From an optimization exercise on the open Yosys and OpenROAD flow, aimed at small area, a short achievable clock period and few clock cycles per item; shortcuts taken in it are not production practice.
RTL that was checked went through simulation tests only; none was proved equivalent to the original.
Power is estimated from default activity; no workload was simulated.

run 1:
## stepper_position_pulser
module stepper_position_pulser (
    input  logic               i_clk,
    input  logic               i_rst_n,
    input  logic               push,
    output logic               full,
    input  logic [1:0]         i_kind,
    input  logic signed [15:0] i_target_percent,
    input  logic               pop,
    output logic               empty,
    output logic               o_step_level,
    output logic               o_direction_level,
    output logic [15:0]        o_position_steps,
    output logic               o_busy_res,
    output logic               o_command_ignored,
    input  logic               i_cfg_valid,
    output logic               o_cfg_ready,
    input  logic [2:0]         i_cfg_index,
    input  logic [19:0]        i_cfg_data
);
    logic [15:0] c_travel, c_extra, c_settle;
    logic [18:0] c_shalf, c_hhalf;    
    assign o_cfg_ready = 1'b1;
    always_ff @(posedge i_clk) begin
        if (!i_rst_n) begin
            c_travel <= spp_pkg::RST_FULL_TRAVEL;
            c_shalf  <= spp_pkg::RST_STEP_HALF;
            c_hhalf  <= spp_pkg::RST_HOMING_HALF;
            c_extra  <= spp_pkg::RST_HOMING_EXTRA;
            c_settle <= spp_pkg::RST_SETTLE;
        end else if (i_cfg_valid) begin
            case (i_cfg_index)
                spp_pkg::CFG_FULL_TRAVEL:   c_travel <= i_cfg_data[15:0];
                spp_pkg::CFG_STEP_PERIOD:   c_shalf  <= i_cfg_data[19:1];
                spp_pkg::CFG_HOMING_PERIOD: c_hhalf  <= i_cfg_data[19:1];
                spp_pkg::CFG_HOMING_EXTRA:  c_extra  <= i_cfg_data[15:0];
                spp_pkg::CFG_SETTLE:        c_settle <= i_cfg_data[15:0];
                default: ;   
            endcase
        end
    end
    logic [18:0] hs, hh;
    assign hs = {c_shalf[18:1], c_shalf[0] | (c_shalf[18:1] == 18'd0)};
    assign hh = {c_hhalf[18:1], c_hhalf[0] | (c_hhalf[18:1] == 18'd0)};
    logic        a_v, b_v;
    logic [1:0]  a_kind, b_kind;
  ...
clock: 8.0 ns
lec_check: 0
abc_area: 1
cap_margin: 20
core_margin: 2
core_utilization: 55
setup_slack_margin: 5
slew_margin: 20
run.sh (not shown) runs the stock make flow with config.mk's settings and CLKGATE_MAP_FILE= SYNTH_SCRIPT=/design/flow/synth_recipe.tcl, a recipe that flattens the netlist after the stock synthesis.
Testbench counts of run 1, summed over its fixed seeds: cycles 33,094, items 32,000.
For run 2, these inputs were changed with respect to run 1:
Settings: swapping 55 for 40 in CORE_UTILIZATION; putting TNS_END_PERCENT at 10 where nothing was set.
==> comparison <==
First-pass GRT wire length essentially unchanged between run 2 and run 1. Compared with run 1, in run 2 non-filler instance count after layout increased by 96 relative to the old numbers, layout buffer count excluding clock buffers decreased by 25 relative to the old numbers, power per standard cell area decreased by about 0.5% relative to the old numbers, average routed wire per standard cell decreased by 1.1 um relative to the old numbers. Cell with the biggest individual delay on the critical path = sky130_fd_sc_hd__clkdlybuf4s50_1: run 2; cell with the biggest individual delay on the critical path = sky130_fd_sc_hd__fa_2: run 1. Comparing run 1 and run 2, the higher maximum frequency is on run 1. Higher vertical die dimension among run 1 and run 2: run 2. Run 2 -> run 1: number of clock buffers inserted by TritonCTS delta 0, exact match. Final hold slack essentially unchanged between run 1 and run 2. Run 1 ended up with a_pc[10] as its start point of the critical path; run 2 ended up with pulse. Comparing run 1 and run 2, sequential share of layout area is higher on run 2.
[inputs] run 3 vs run 2
Settings: clearing TNS_END_PERCENT, which used to be 10.
==> flow/flow/run.sh (new file) <==
#!/bin/bash
set -euo pipefail
cd "$(dirname "$0")/.."
export BUFFER_PORTS_ARGS="-buffer_cell sky130_fd_sc_hd__buf_2"
bash standard.sh finish > std_flow.log 2>&1
test -s out/final.def
==> flow/standard.sh (new file) <==
#!/bin/bash
# synth_recipe.tcl (not shown) runs the flow's synth.tcl, then flattens the netlist and writes it again
# the make line also repeats each setting of config.mk as NAME=value (left out here)
make -C /OpenROAD-flow-scripts/flow DESIGN_CONFIG=/design/flow/config.mk WORK_HOME=/design/flow/orfs CLKGATE_MAP_FILE= SYNTH_SCRIPT=/design/flow/synth_recipe.tcl "${@:-finish}"
removed: flow/run.sh
--- outcome ---
- Across run 3 and run 2, the outcome is the same: a clean finish for every run.
- As far as summed negative setup slack over all endpoints goes, run 3 and run 2 are indistinguishable; the numbers are identical.
- Run 2 -> run 3: sequential-cell power consumption flat
- Compared run 3 against run 2; area share of and/or/nand/nor cells after synthesis within noise.
- On post-route minimum period: between run 3 and run 2, it ends up higher for run 2.
- Cell area delta (run 2 -> run 3): insignificant
Edits applied to the flow inputs when going from run 3 to run 4:
==> flow/run.sh (new file) <==
#!/bin/bash
# synth_recipe.tcl (not shown) runs the flow's synth.tcl, then flattens the netlist and writes it again
# the make line also repeats each setting of config.mk as NAME=value (left out here)
make -C /OpenROAD-flow-scripts/flow DESIGN_CONFIG=/design/flow/config.mk WORK_HOME=/design/flow/orfs CLKGATE_MAP_FILE= SYNTH_SCRIPT=/design/flow/synth_recipe.tcl finish
removed: flow/flow/run.sh
removed: flow/standard.sh
[summary]
Run 4: no failed stages, no open violations at the end
The flow did not stop early for run 3: all stages ran, and the layout cleared the timing, design-rule and antenna checks.
Sort run 3 and run 4 by fmax asc -> top: run 3
Compared to run 3, run 4 has number of signal-net buffers in the layout 5 higher.
The static power due to leakage of run 4 was inferior to that of run 3.

---

## the baseline
The RTL this note starts from:
==> flow/design.v <==
package spp_pkg;
    localparam logic [1:0] KIND_TICK = 2'd0;
    localparam logic [1:0] KIND_MOVE = 2'd1;
    localparam logic [1:0] KIND_HOME = 2'd2;
    localparam logic [1:0] MODE_IDLE   = 2'd0;
    localparam logic [1:0] MODE_SETTLE = 2'd1;
    localparam logic [1:0] MODE_STEP   = 2'd2;
    localparam logic [1:0] MODE_HOME   = 2'd3;
    localparam logic [2:0] CFG_FULL_TRAVEL   = 3'd0;
    localparam logic [2:0] CFG_STEP_PERIOD   = 3'd1;
    localparam logic [2:0] CFG_HOMING_PERIOD = 3'd2;
    localparam logic [2:0] CFG_HOMING_EXTRA  = 3'd3;
    localparam logic [2:0] CFG_SETTLE        = 3'd4;
    localparam logic [15:0] RST_FULL_TRAVEL   = 16'd2000;
    localparam logic [18:0] RST_STEP_HALF     = 19'd500;
    localparam logic [18:0] RST_HOMING_HALF   = 19'd2500;
    localparam logic [15:0] RST_HOMING_EXTRA  = 16'd500;
    localparam logic [15:0] RST_SETTLE        = 16'd1000;
    localparam logic [14:0] PERCENT_FULL_Q8 = 15'd25600;
endpackage
module stepper_position_pulser (
    input  logic               i_clk,
    input  logic               i_rst_n,
    input  logic               push,
    output logic               full,
    input  logic [1:0]         i_kind,
    input  logic signed [15:0] i_target_percent,
    input  logic               pop,
    output logic               empty,
    output logic               o_step_level,
    output logic               o_direction_level,
    output logic [15:0]        o_position_steps,
    output logic               o_busy_res,
    output logic               o_command_ignored,
    input  logic               i_cfg_valid,
    output logic               o_cfg_ready,
    input  logic [2:0]         i_cfg_index,
    input  logic [19:0]        i_cfg_data
);
    logic [15:0] c_travel, c_extra, c_settle;
    logic [18:0] c_shalf, c_hhalf;    
    assign o_cfg_ready = 1'b1;
    always_ff @(posedge i_clk) begin
        if (!i_rst_n) begin
            c_travel <= spp_pkg::RST_FULL_TRAVEL;
            c_shalf  <= spp_pkg::RST_STEP_HALF;
            c_hhalf  <= spp_pkg::RST_HOMING_HALF;
            c_extra  <= spp_pkg::RST_HOMING_EXTRA;
            c_settle <= spp_pkg::RST_SETTLE;
        end else if (i_cfg_valid) begin
            case (i_cfg_index)
                spp_pkg::CFG_FULL_TRAVEL:   c_travel <= i_cfg_data[15:0];
                spp_pkg::CFG_STEP_PERIOD:   c_shalf  <= i_cfg_data[19:1];
                spp_pkg::CFG_HOMING_PERIOD: c_hhalf  <= i_cfg_data[19:1];
                spp_pkg::CFG_HOMING_EXTRA:  c_extra  <= i_cfg_data[15:0];
                spp_pkg::CFG_SETTLE:        c_settle <= i_cfg_data[15:0];
                default: ;   
            endcase
        end
    end
    logic [18:0] hs, hh;
    assign hs = {c_shalf[18:1], c_shalf[0] | (c_shalf[18:1] == 18'd0)};
    assign hh = {c_hhalf[18:1], c_hhalf[0] | (c_hhalf[18:1] == 18'd0)};
    logic        a_v, b_v;
    logic [1:0]  a_kind, b_kind;
    logic [15:0] a_pct, b_pct;
    logic        acc, take, start;
    assign full = b_v;
    assign acc  = push && !b_v;
    always_ff @(posedge i_clk) begin
        if (!i_rst_n) begin
            a_v <= 1'b0;
            b_v <= 1'b0;
        end else if (take) begin
            if (b_v) b_v <= 1'b0;
            else     a_v <= acc;
        end else if (!a_v) begin
            a_v <= acc;
        end else if (acc) begin
            b_v <= 1'b1;
        end
    end
    always_ff @(posedge i_clk) begin
        if (take && b_v) begin
            a_kind <= b_kind;
            a_pct  <= b_pct;
        end else if (acc && (take || !a_v)) begin
            a_kind <= i_kind;
            a_pct  <= i_target_percent;
        end else if (start) begin
            a_pct  <= {1'b0, pc};            
        end
        if (acc && a_v && !take) begin
            b_kind <= i_kind;
            b_pct  <= i_target_percent;
        end
    end
    logic [15:0] pos;
    logic        dir, pulse;
    logic [1:0]  mode;
    logic [16:0] left;
    logic [18:0] timer;
    logic        ign, rv;
    logic        calc;             
    logic        ph_step, ph_sub, ph_apply;
    logic [3:0]  cc;
    logic        fbit;
    logic [15:0] n_pos;
    logic        n_dir, n_pulse;
    logic [1:0]  n_mode;
    logic [16:0] n_left;
    logic [18:0] n_timer;
    logic        n_ign, n_rv, n_calc;
    logic        n_step, n_sub, n_apply;
    logic [3:0]  n_cc;
    logic        idle, res_free, exec;
    logic [14:0] pc;
    logic [15:0] add_a, add_b;
    logic [16:0] sum;
    logic [6:0]  th;
    logic [1:0]  qd;
    logic [4:0]  rh;
    logic        tev, lone, lzero;
    logic [18:0] tdec, reload;
    logic [16:0] ldec;
    logic [15:0] pos_step;
    logic        total_zero;
    assign idle     = (mode == spp_pkg::MODE_IDLE);
    assign res_free = !rv || pop;
    assign start    = !calc && a_v && (a_kind == spp_pkg::KIND_MOVE) && idle;
    assign exec     = a_v && res_free &&
                      !((a_kind == spp_pkg::KIND_MOVE) && idle && !ph_apply);
    assign take     = exec;
    always_comb begin
        if (a_pct[15])                                   pc = '0;
        else if (a_pct[14:0] > spp_pkg::PERCENT_FULL_Q8) pc = spp_pkg::PERCENT_FULL_Q8;
        else                                             pc = a_pct[14:0];
    end
    always_comb begin
        if (ph_step) begin
            add_a = {timer[14:0], 1'b0};
            add_b = {1'b0, a_pct[14:0] & {15{fbit}}};
        end else if (ph_sub) begin
            add_a = left[15:0];             
            add_b = pos;
        end else begin
            add_a = c_extra;
            add_b = c_travel;
        end
    end
    logic [17:0] sum_c;
    assign sum_c = {ph_sub, add_a, 1'b1} + {1'b0, add_b, ph_sub};
    assign sum   = sum_c[17:1];
    assign th = sum[16:10];
    always_comb begin
        if (th >= 7'd50)      begin qd = 2'd2; rh = 5'(th - 7'd50); end
        else if (th >= 7'd25) begin qd = 2'd1; rh = 5'(th - 7'd25); end
        else                  begin qd = 2'd0; rh = th[4:0];        end
    end
    assign tev        = (timer == 19'd1);
    assign lzero      = (left[16:1] == 16'd0);
    assign lone       = lzero && left[0];
    assign tdec       = timer - 19'd1;
    assign ldec       = left - 17'd1;
    assign reload     = (mode == spp_pkg::MODE_HOME) ? hh : hs;
    assign pos_step   = dir ? pos + 16'd1 : pos - 16'd1;
    assign total_zero = (c_travel == 16'd0) && (c_extra == 16'd0);
    always_comb begin
        n_pos   = pos;
        n_dir   = dir;
        n_pulse = pulse;
        n_mode  = mode;
        n_left  = left;
        n_timer = timer;
        n_ign   = ign;
        n_rv    = rv && !pop;
        n_calc  = calc;
        n_step  = ph_step;
        n_sub   = ph_sub;
        n_apply = ph_apply;
        n_cc    = cc + 4'd1;
        if (start) begin
            n_left[15:0]  = 16'hFFFF;         
            n_timer[14:0] = 15'd0;            
            n_calc        = 1'b1;
            n_step        = 1'b1;
            n_cc          = 4'd0;
        end else if (ph_step) begin
            n_left[15:0]  = {(qd[1] ? ldec[14:0] : left[14:0]), ~qd[0]};
            n_timer[14:0] = {rh, sum[9:0]};
            if (cc == 4'd15) begin
                n_step = 1'b0;
                n_sub  = 1'b1;
            end
        end else if (ph_sub) begin
            n_left        = sum;              
            n_sub         = 1'b0;
            n_apply       = 1'b1;
        end
        if (exec) begin
            n_rv  = 1'b1;
            n_ign = 1'b0;
            unique case (a_kind)
                spp_pkg::KIND_TICK: begin
                    if (!idle) begin
                        n_timer = tev ? reload : tdec;
                        if (tev) begin
                            if (mode == spp_pkg::MODE_SETTLE) begin
                                n_mode  = spp_pkg::MODE_STEP;
                                n_pulse = 1'b1;
                            end else if (pulse) begin
                                n_pulse = 1'b0;
                            end else begin
                                if (mode == spp_pkg::MODE_STEP) n_pos = pos_step;
                                n_left = ldec;
                                if (lone) begin
                                    if (mode == spp_pkg::MODE_HOME) n_pos = '0;
                                    n_mode = spp_pkg::MODE_IDLE;
                                end else begin
                                    n_pulse = 1'b1;
                                end
                            end
                        end
                    end
                end
                spp_pkg::KIND_MOVE: begin
                    if (!idle) begin
                        n_ign = 1'b1;
                    end else begin
                        n_calc  = 1'b0;
                        n_apply = 1'b0;
                        if (!(lzero && !left[0])) begin
                            n_dir  = left[16];
                            n_left = left[16] ? ~ldec : left;
                            if (c_settle == 16'd0) begin
                                n_mode  = spp_pkg::MODE_STEP;
                                n_pulse = 1'b1;
                                n_timer = hs;
                            end else begin
                                n_mode  = spp_pkg::MODE_SETTLE;
                                n_pulse = 1'b0;
                                n_timer = {3'd0, c_settle};
                            end
                        end
                    end
                end
                spp_pkg::KIND_HOME: begin
                    if (!idle) begin
                        n_ign = 1'b1;
                    end else begin
                        n_dir = 1'b0;
                        if (total_zero) begin
                            n_pos = '0;
                        end else begin
                            n_left  = sum;            
                            n_mode  = spp_pkg::MODE_HOME;
                            n_pulse = 1'b1;
                            n_timer = hh;
                        end
                    end
                end
                default: ;   
            endcase
        end
    end
    always_ff @(posedge i_clk) begin
        if (!i_rst_n) begin
            pos   <= '0;
            dir   <= 1'b0;
            pulse <= 1'b0;
            mode  <= spp_pkg::MODE_IDLE;
            rv    <= 1'b0;
            calc  <= 1'b0;
            ph_step  <= 1'b0;
            ph_sub   <= 1'b0;
            ph_apply <= 1'b0;
        end else begin
            ph_step  <= n_step;
            ph_sub   <= n_sub;
            ph_apply <= n_apply;
            pos   <= n_pos;
            dir   <= n_dir;
            pulse <= n_pulse;
            mode  <= n_mode;
            rv    <= n_rv;
            calc  <= n_calc;
        end
    end
    always_ff @(posedge i_clk) begin
        fbit <= c_travel[start ? 4'd15 : ~(cc + 4'd1)];
    end
    always_ff @(posedge i_clk) begin
        left  <= n_left;
        timer <= n_timer;
        ign   <= n_ign;
        cc    <= n_cc;
    end
    assign empty             = !rv;
    assign o_step_level      = pulse;
    assign o_direction_level = dir;
    assign o_position_steps  = pos;
    assign o_busy_res        = !idle;
    assign o_command_ignored = ign;
endmodule
clock: 8.0 ns
lec_check: 0
abc_area: 1
cap_margin: 20
core_margin: 2
core_utilization: 40
setup_slack_margin: 5
slew_margin: 20
Stock flow here: none of the scripts above is used.
## Diff of input files: the candidate against the baseline
--- a/flow/config.mk
+++ b/flow/config.mk
@@ -11,3 +11,2 @@
 export CORE_UTILIZATION = 40
-export SETUP_SLACK_MARGIN = 5
 export SLEW_MARGIN = 20
## What came out
Going from the baseline to the candidate, clock period minus final worst setup slack grows by 1.33 ns.
Relative to the baseline, the final cell area reported for the candidate is lower.
[compare] base=the baseline new=the candidate: internal reg-to-reg setup slack has decreased; pin slew with the least headroom to its limit has increased.
Function was not checked in any run of this note: the RTL went through the layout flow alone.

## static timing again, ports no longer ideal
How much do the figures lean on ideal ports? The routed layouts below were timed once more, with nothing changed but the port constraints.
Step 1, drivers: a clkbuf_16 drives i_clk and a buf_2 each remaining input, both assumed.
Step 2 times the ports against the registers' clock, not the clock port: input delays grow and output delays shrink by t, the midpoint of the rising clock arrivals with the driver on.
Three values: no drivers, after step 1, after step 2; two values: the first two.
run | shift t [ns] | setup slack, ns | worst setup path at the end | clock arrival spread, ns | pins driven straight from the clock port
run 1 | 0.487 | 4.886 / 4.886 / 4.609 | input to register | 0.016 / 0.015 | 1
run 2 | 0.503 | 4.844 / 4.792 / 4.443 | input to register | 0.012 / 0.012 | 1
run 3 | 0.518 | 4.848 / 4.848 / 4.650 | input to register | 0.018 / 0.019 | 1
run 4 | 0.511 | 5.009 / 5.005 / 4.570 | input to register | 0.015 / 0.014 | 1
the baseline | 0.504 | 4.288 / 4.288 / 4.288 | register to register | 0.020 / 0.020 | 1
the candidate | 0.506 | 2.958 / 2.958 / 2.958 | register to register | 0.019 / 0.019 | 1
After both steps every run listed still meets setup and hold. For run 4, which loses most, drivers alone change the setup slack by -0.004 ns; drivers and shift together by -0.439 ns.
